This is an optimization exercise on Yosys and OpenROAD, whose aim is small area and few clock cycles per item, not a production implementation. The RTL was checked by simulation tests, not by an equivalence proof against the original design. Power is estimated from default activity; no workload was simulated.

**flow/config.mk**
```make
export PLATFORM = sky130hd
export DESIGN_NAME = median_of_set_selector_top
export DESIGN_NICKNAME = median_of_set_selector_top
export VERILOG_FILES = /design/flow/design.v
export SDC_FILE = /design/flow/constraint.sdc
export NUM_CORES = 4
export LEC_CHECK = 0
export CAP_MARGIN = 20
export CORE_MARGIN = 2
export CORE_UTILIZATION = 40
export SLEW_MARGIN = 20
```
**flow/constraint.sdc**
```tcl
create_clock -name core_clock -period 5.0 [get_ports {clk}]
set_input_delay 1.0000 -clock core_clock [delete_from_list [all_inputs] [get_ports {clk}]]
set_output_delay 1.0000 -clock core_clock [all_outputs]
set_load 0.01 [all_outputs]
```
**flow/design.v**
```verilog
package mos_pkg;
  localparam int DEF_MAX_SET    = 64;
  localparam int DEF_VALUE_BITS = 32;
  localparam int SAMPLE_W = 32;
  localparam int SIZE_W   = 7;
  localparam int WIN = DEF_MAX_SET / 2;
endpackage
import mos_pkg::*;
module mos_cell
#(
  parameter int VALUE_BITS = DEF_VALUE_BITS
) (
  input  logic                         clk,
  input  logic                         ins_en,     
  input  logic                         shift_l,    
  input  logic signed [VALUE_BITS-1:0] ins_val,    
  input  logic                         below,      
  input  logic                         above,      
  input  logic signed [VALUE_BITS-1:0] prev_val,   
  input  logic                         prev_le,    
  input  logic signed [VALUE_BITS-1:0] next_val,   
  input  logic                         next_le,    
  output logic signed [VALUE_BITS-1:0] val,
  output logic signed [VALUE_BITS-1:0] val_nxt,
  output logic                         le          
);
  logic signed [VALUE_BITS-1:0] val_r;
  logic                         take_p;
  logic                         take_n;
  logic                         take_x;
  logic                         hold;
  assign le = below || (!above && !(val_r > ins_val));
  always_comb begin
    if (shift_l) begin
      take_p = 1'b0;
      take_n = ins_en && next_le;
      take_x = ins_en && !next_le && le;
    end else begin
      take_p = ins_en && !prev_le;
      take_n = 1'b0;
      take_x = ins_en && prev_le && !le;
    end
    hold = !(take_p || take_n || take_x);
  end
  assign val_nxt = ({VALUE_BITS{take_p}} & prev_val) |
                   ({VALUE_BITS{take_n}} & next_val) |
                   ({VALUE_BITS{take_x}} & ins_val)  |
                   ({VALUE_BITS{hold}}   & val_r);
  always_ff @(posedge clk) begin
    val_r <= val_nxt;
  end
  assign val = val_r;
endmodule
import mos_pkg::*;
module median_of_set_selector_top
#(
  parameter int MAX_SET    = DEF_MAX_SET,
  parameter int VALUE_BITS = DEF_VALUE_BITS
) (
  input  logic                       clk,
  input  logic                       rst_n,
  input  logic                       in_valid,
  output logic                       in_stall,
  input  logic signed [SAMPLE_W-1:0] in_sample,
  input  logic                       in_last_of_set,
  output logic                       out_valid,
  input  logic                       out_stall,
  output logic signed [SAMPLE_W-1:0] out_median,
  output logic [SIZE_W-1:0]          out_set_size,
  output logic                       out_overflow
);
  localparam int CW = $clog2(MAX_SET + 1);
  localparam int NC = WIN;
  localparam int MC = NC / 2;
  logic [CW-1:0]                count_r;
  logic                         dropped_r;
  logic [CW-1:0]                cnt_new;
  logic [CW-1:0]                lo_lim;
  logic [CW-1:0]                hi_lim;
  logic                         full;
  logic                         in_acc;
  logic                         ins_en;
  logic                         set_end;
  logic signed [VALUE_BITS-1:0] smp;
  logic signed [VALUE_BITS-1:0] cell_val [NC];
  logic signed [VALUE_BITS-1:0] cell_nxt [NC];
  logic                         cell_le  [NC];
  logic                         cell_lo  [NC];
  logic                         cell_hi  [NC];
  logic                         out_valid_r;
  logic signed [SAMPLE_W-1:0]   median_r;
  logic [SIZE_W-1:0]            set_size_r;
  logic                         overflow_r;
  assign in_stall = in_last_of_set && out_valid_r && out_stall;
  assign in_acc   = in_valid && !in_stall;
  assign set_end  = in_acc && in_last_of_set;
  assign full     = count_r == CW'(MAX_SET);
  assign ins_en   = in_acc && !full;
  assign cnt_new  = full ? count_r : count_r + CW'(1);
  assign smp      = VALUE_BITS'(in_sample);
  assign lo_lim = CW'(MC) - ((count_r + CW'(1)) >> 1);
  assign hi_lim = CW'(MC) + (count_r >> 1);
  for (genvar i = 0; i < NC; i++) begin : g_cell
    assign cell_lo[i] = (count_r <= CW'(2 * MC)) && (CW'(i) < lo_lim);
    assign cell_hi[i] = (count_r <= CW'(2 * MC)) && (CW'(i) >= hi_lim);
    if (i == 0) begin : g_first
      mos_cell #(.VALUE_BITS(VALUE_BITS)) u_cell (
        .clk      (clk),
        .ins_en   (ins_en),
        .shift_l  (!count_r[0]),
        .ins_val  (smp),
        .below    (cell_lo[i]),
        .above    (cell_hi[i]),
        .prev_val (smp),
        .prev_le  (1'b1),
        .next_val (cell_val[i+1]),
        .next_le  (cell_le[i+1]),
        .val      (cell_val[i]),
        .val_nxt  (cell_nxt[i]),
        .le       (cell_le[i])
      );
    end else if (i == NC - 1) begin : g_last
      mos_cell #(.VALUE_BITS(VALUE_BITS)) u_cell (
        .clk      (clk),
        .ins_en   (ins_en),
        .shift_l  (!count_r[0]),
        .ins_val  (smp),
        .below    (cell_lo[i]),
        .above    (cell_hi[i]),
        .prev_val (cell_val[i-1]),
        .prev_le  (cell_le[i-1]),
        .next_val (smp),
        .next_le  (1'b0),
        .val      (cell_val[i]),
        .val_nxt  (cell_nxt[i]),
        .le       (cell_le[i])
      );
    end else begin : g_mid
      mos_cell #(.VALUE_BITS(VALUE_BITS)) u_cell (
        .clk      (clk),
        .ins_en   (ins_en),
        .shift_l  (!count_r[0]),
        .ins_val  (smp),
        .below    (cell_lo[i]),
        .above    (cell_hi[i]),
        .prev_val (cell_val[i-1]),
        .prev_le  (cell_le[i-1]),
        .next_val (cell_val[i+1]),
        .next_le  (cell_le[i+1]),
        .val      (cell_val[i]),
        .val_nxt  (cell_nxt[i]),
        .le       (cell_le[i])
      );
    end
  end
  always_ff @(posedge clk) begin
    if (!rst_n) begin
      count_r   <= '0;
      dropped_r <= 1'b0;
    end else if (in_acc) begin
      if (in_last_of_set) begin
        count_r   <= '0;
        dropped_r <= 1'b0;
      end else begin
        count_r   <= cnt_new;
        dropped_r <= dropped_r | full;
      end
    end
  end
  always_ff @(posedge clk) begin
    if (!rst_n) begin
      out_valid_r <= 1'b0;
    end else if (set_end) begin
      out_valid_r <= 1'b1;
    end else if (!out_stall) begin
      out_valid_r <= 1'b0;
    end
  end
  always_ff @(posedge clk) begin
    if (set_end) begin
      median_r   <= SAMPLE_W'(cnt_new[0] ? cell_nxt[MC-1] : cell_nxt[MC]);
      set_size_r <= SIZE_W'(cnt_new);
      overflow_r <= dropped_r | full;
    end
  end
  assign out_valid    = out_valid_r;
  assign out_median   = median_r;
  assign out_set_size = set_size_r;
  assign out_overflow = overflow_r;
endmodule
```
**flow/run.sh**
```bash
#!/bin/bash
# synth_recipe.tcl (not shown) runs the flow's synth.tcl, then flattens the netlist and writes it again
# the make line also repeats each setting of config.mk as NAME=value (left out here)
make -C /OpenROAD-flow-scripts/flow DESIGN_CONFIG=/design/flow/config.mk WORK_HOME=/design/flow/orfs CLKGATE_MAP_FILE= SYNTH_SCRIPT=/design/flow/synth_recipe.tcl finish
```
==> results.txt <==
-- layer usage --
metal / wire (um) / part of all wire (%)
met1: 129000 / 42
met2: 126000 / 41
met3: 29900 / 9.8
met4: 20500 / 6.7
met5: 55 / 0.018
-- where the power goes --
| part | switching, W | internal, W |
|---|---|---|
| Sequential | 0.00666 | 0.0125 |
| Combinational | 0.00787 | 0.00809 |
| Clock | 0.00414 | 0.00584 |
| Total | 0.0187 | 0.0265 |
-- cell type report --
class	count	area share (%)
Clock inverter	50	0.686
Antenna cell	8	0.0247
Tap cell	2325	3.58
Timing Repair Buffer	594	7.23
Inverter	219	1.02
Clock buffer	186	4.74
Sequential cell	1073	27.0
Multi-Input combinational cell	5485	55.8
-- state kept, by name, indices dropped and copies added, names as in the netlist --
name / cells
g_cell.g_first.u_cell.val_r: 32
median_r: 32
g_cell.genblk1.g_mid.u_cell.val_r: 960
dropped_r: 1
set_size_r: 7
overflow_r: 1
g_cell.genblk1.g_last.u_cell.val_r: 32
count_r: 7
out_valid_r: 1
-- layout by cell type (no fill, tap or decap), types with 31 or more instances in the layout --
| cell type | instances |
|---|---|
| dfxtp_1 | 1033 |
| ha_1 | 1027 |
| a221o_1 | 775 |
| a22o_1 | 742 |
| nand2_1 | 669 |
| buf_4 | 406 |
| a21oi_1 | 373 |
| a222oi_1 | 192 |
| inv_1 | 185 |
| nand4_1 | 174 |
| a21o_1 | 161 |
| nor2_1 | 158 |
| o21ai_0 | 150 |
| clkbuf_16 | 139 |
| nand3_1 | 109 |
| buf_12 | 108 |
| o211ai_1 | 106 |
| a22oi_1 | 74 |
| nor3_1 | 56 |
| nor2b_1 | 50 |
| a221oi_1 | 48 |
| a211o_1 | 47 |
| clkdlybuf4s50_1 | 46 |
| a211oi_1 | 43 |
| nor4_1 | 40 |
| edfxtp_1 | 40 |
| nor2_2 | 38 |
| o21a_1 | 36 |
| a21boi_0 | 36 |
| inv_2 | 32 |
| buf_2 | 31 |
-- synth_stat cells (47+ instances only) --
| master | number | area (um^2) |
|---|---|---|
| a221oi_1 | 48 | 420 |
| o21ai_0 | 150 | 751 |
| nor2_1 | 198 | 743 |
| buf_2 | 73 | 365 |
| inv_1 | 216 | 811 |
| a221o_1 | 775 | 7760 |
| a211o_1 | 47 | 412 |
| nor3_1 | 67 | 335 |
| a21o_1 | 161 | 1210 |
| nand3_1 | 109 | 546 |
| ha_1 | 1027 | 12800 |
| nand2_1 | 671 | 2520 |
| dfxtp_1 | 1033 | 20700 |
| nand4_1 | 174 | 1090 |
| a22oi_1 | 74 | 556 |
| clkbuf_1 | 487 | 1830 |
| o211ai_1 | 106 | 796 |
| a21oi_1 | 377 | 1890 |
| a222oi_1 | 192 | 1920 |
| a22o_1 | 742 | 6500 |
| nor2b_1 | 50 | 313 |
-- worst paths after layout --
kind                                                                        from                                          endpoint  slack, ns  cells after the start
worst max-delay path                                     count_r[1]$_SDFFE_PN0P_                            median_r[22]$_DFFE_PP_       0.27                     15
worst min-delay path            g_cell[12].genblk1.g_mid.u_cell.val_r[4]$_DFF_P_  g_cell[12].genblk1.g_mid.u_cell.val_r[4]$_DFF_P_       0.50                      2
worst max register to register                           count_r[1]$_SDFFE_PN0P_                            median_r[22]$_DFFE_PP_       0.27                     15
worst min register to register  g_cell[12].genblk1.g_mid.u_cell.val_r[4]$_DFF_P_  g_cell[12].genblk1.g_mid.u_cell.val_r[4]$_DFF_P_       0.50                      2
-- logic make-up after synthesis --
| family | after synthesis | synth area share (%) |
|---|---|---|
| AND/OR/NAND/NOR | 1471 | 10.0 |
| XOR/XNOR | 12 | 0.181 |
| AO/OA/AOI/OAI | 2966 | 35.4 |
| multiplexers | 9 | 0.136 |
| flip-flops | 1073 | 31.4 |
| adder cells (fa/ha/maj) | 1027 | 18.4 |
| buffers and inverters | 800 | 4.50 |
-- worst reg2reg max path, delay by kind of cell, from the launching register on --
family | cells | cell delay (ns)
flops | 1 | 0.50
mux | 1 | 0.28
fa+ha+maj | 2 | 0.66
simple gates | 3 | 0.70
buf+inv | 2 | 0.39
xor+xnor | 1 | 0.12
compound gates | 6 | 1.78
-- stage by stage --
step / instances / TNS [ns] / total power, W / setup WS, ns / hold slack, ns
2_1_floorplan: 7358 / 0 / 0.0274 / 0.000962 / 0.448
3_3_place_gp: 9693 / -5.67 / 0.0339 / -0.136 / 0.474
3_5_place_dp: 9695 / -8.45 / 0.0347 / -0.199 / 0.481
4_1_cts: 9931 / 0 / 0.0446 / 0.342 / 0.496
5_1_grt: 9933 / 0 / 0.0478 / 0.0459 / 0.520
6_report: 9940 / 0 / 0.0452 / 0.270 / 0.500
==> impl_metrics.env <==
export IMPL_cp_data_required_time_ns=5.49
export IMPL_die_x_um=421
export IMPL_cp_cell_sequence="ha_1, xnor2_1, ha_1, and2_1, mux2_4, a211oi_2, o21a_1, nand2b_1, o2111a_1, buf_4, nor2_2, a22o_1, buf_4, a221oi_1, a22oi_1"
export IMPL_start_util_pct=40.2
export IMPL_tightest_slew_ns=1.04
export IMPL_port_buffers=78
export IMPL_grt_max_degree=66
export IMPL_top_usage_layer="met2"
export IMPL_synthFlopType="dfxtp_1"
export IMPL_ios=79
export IMPL_dr_pass1_iters=13
export IMPL_cp_top_family="compound AO/OA/AOI/OAI gates"
export IMPL_clock_sinks=1073
export IMPL_seqCellArea_um2=21900
export IMPL_startpoint_type="flip-flop"
export IMPL_drt_wl_total_um=305000
export IMPL_clkLatencyLatePin_ns=0.81
export IMPL_maxSlewViolCount=0
export IMPL_drive_above_1_share_pct=12.0
export IMPL_status="no timing/DRC/antenna violations"
export IMPL_remaining_drc_errors=0
export IMPL_ctsResizeCount=0
export IMPL_powerDensity_nw_per_um2=556
export IMPL_syn_cell_area_um2=69700
export IMPL_grtUsageTotal_pct=33.1
export IMPL_finalCriticalPeriod_ns=4.73
export IMPL_timing_max_slew_rel_slack_pct=29.6
export IMPL_fin_skew_ns=0.0328
export IMPL_cts_hold_buf=0
export IMPL_yosysWarnings=9
export IMPL_path_class="reg2reg"
export IMPL_place_congestion=0.961
export IMPL_die_y_um=421
export IMPL_fin_util_pct=46.8
export IMPL_num_vias=68700
export IMPL_cts_buffer_depth=3
export IMPL_fill_cells=16100
export IMPL_ys_ff_latch=1073
export IMPL_cts_setup_buffers=0
export IMPL_die_area_um2=178000
export IMPL_cpMaxStageDelayCell="dfxtp_1"
export IMPL_hold_viol_final=0
export IMPL_area_growth_synth_to_final_pct=16.4
export IMPL_arrival_ns=5.22
export IMPL_peakVddDrop_uv=434
export IMPL_grt_ovfl_total=0
export IMPL_grt_pass1_vias=64200
export IMPL_cts_tree="built"
export IMPL_place_area_um2=76700
export IMPL_ys_seq_area_share_pct=31.4
export IMPL_crit_buf_inv=2
export IMPL_fmax_mhz=211
export IMPL_postRouteAntennaNets=0
export IMPL_viasPerCell=6.91
export IMPL_multi_input_area_um2=45300
export IMPL_cap_violations=0
export IMPL_cpPeakStageDelay_ns=0.50
export IMPL_gr_usage_met2_pct=48.6
export IMPL_use_met3_pct=6.22
export IMPL_ys_types=94
export IMPL_antenna_found_initial=10
export IMPL_fin_crit_sh_pct=94.6
export IMPL_clk_pin_slew_ns=0.06
export IMPL_critPathMaxFanout=17
export IMPL_detail_route_wl_per_cell_um=30.7
export IMPL_core_um2=173000
export IMPL_grt_pass1_wl_um=445000
export IMPL_synth_fp_nets=8422
export IMPL_async_flop_share_pct=0
export IMPL_cts_max_level=4
export IMPL_finalNetCount=8569
export IMPL_drtIter0Drc=8771
export IMPL_stdcell_area_um2=81200
export IMPL_worst_setup_path_end_kind="flip-flop"
export IMPL_setup_viol=0
export IMPL_rsz0062_at_grt="false"
export IMPL_p_leak_nw=36.4
export IMPL_syn_inst=7358
export IMPL_grt_util_met1_pct=45.0
export IMPL_syn_area_per_cell_um2=9.47
export IMPL_root_buffer="clkbuf_16"
export IMPL_hold_class="reg2reg"
export IMPL_synth_edf_count=40
export IMPL_fp_row_count=153
export IMPL_hpwl_um=228000
export IMPL_cts_buffers=132
Testbench counts, summed over its fixed seeds: cycles 37,004, items 36,996.

==> afterwards: timing with drivers on the ports <==
No port has a modelled driver above. Below, the same layout with a new extraction and two added sets of constraints.
Step 1 (the two cells are an assumption about what drives the block):
set clk [get_ports {clk}]
set_driving_cell -lib_cell sky130_fd_sc_hd__clkbuf_16 $clk
set_driving_cell -lib_cell sky130_fd_sc_hd__buf_2 [delete_from_list [all_inputs] $clk]
Step 2, shift: input delay + t, output delay - t, t = (earliest + latest rising clock arrival at the registers) / 2. This alone moves slack from input paths to output paths.
Slacks: ideal ports / drivers / drivers and shift; pairs: ideal ports / drivers.
t, ns: 0.876
slack for setup (ns): 0.270 / 0.270 / -0.200
clock arrival spread, ns: 0.040 / 0.040
cell pins on the clock port's net: 1
Met with ideal ports but missed after step 2: setup timing in this run. The setup slack of this run moves by 0.000 ns with the drivers and by -0.470 ns with both steps.
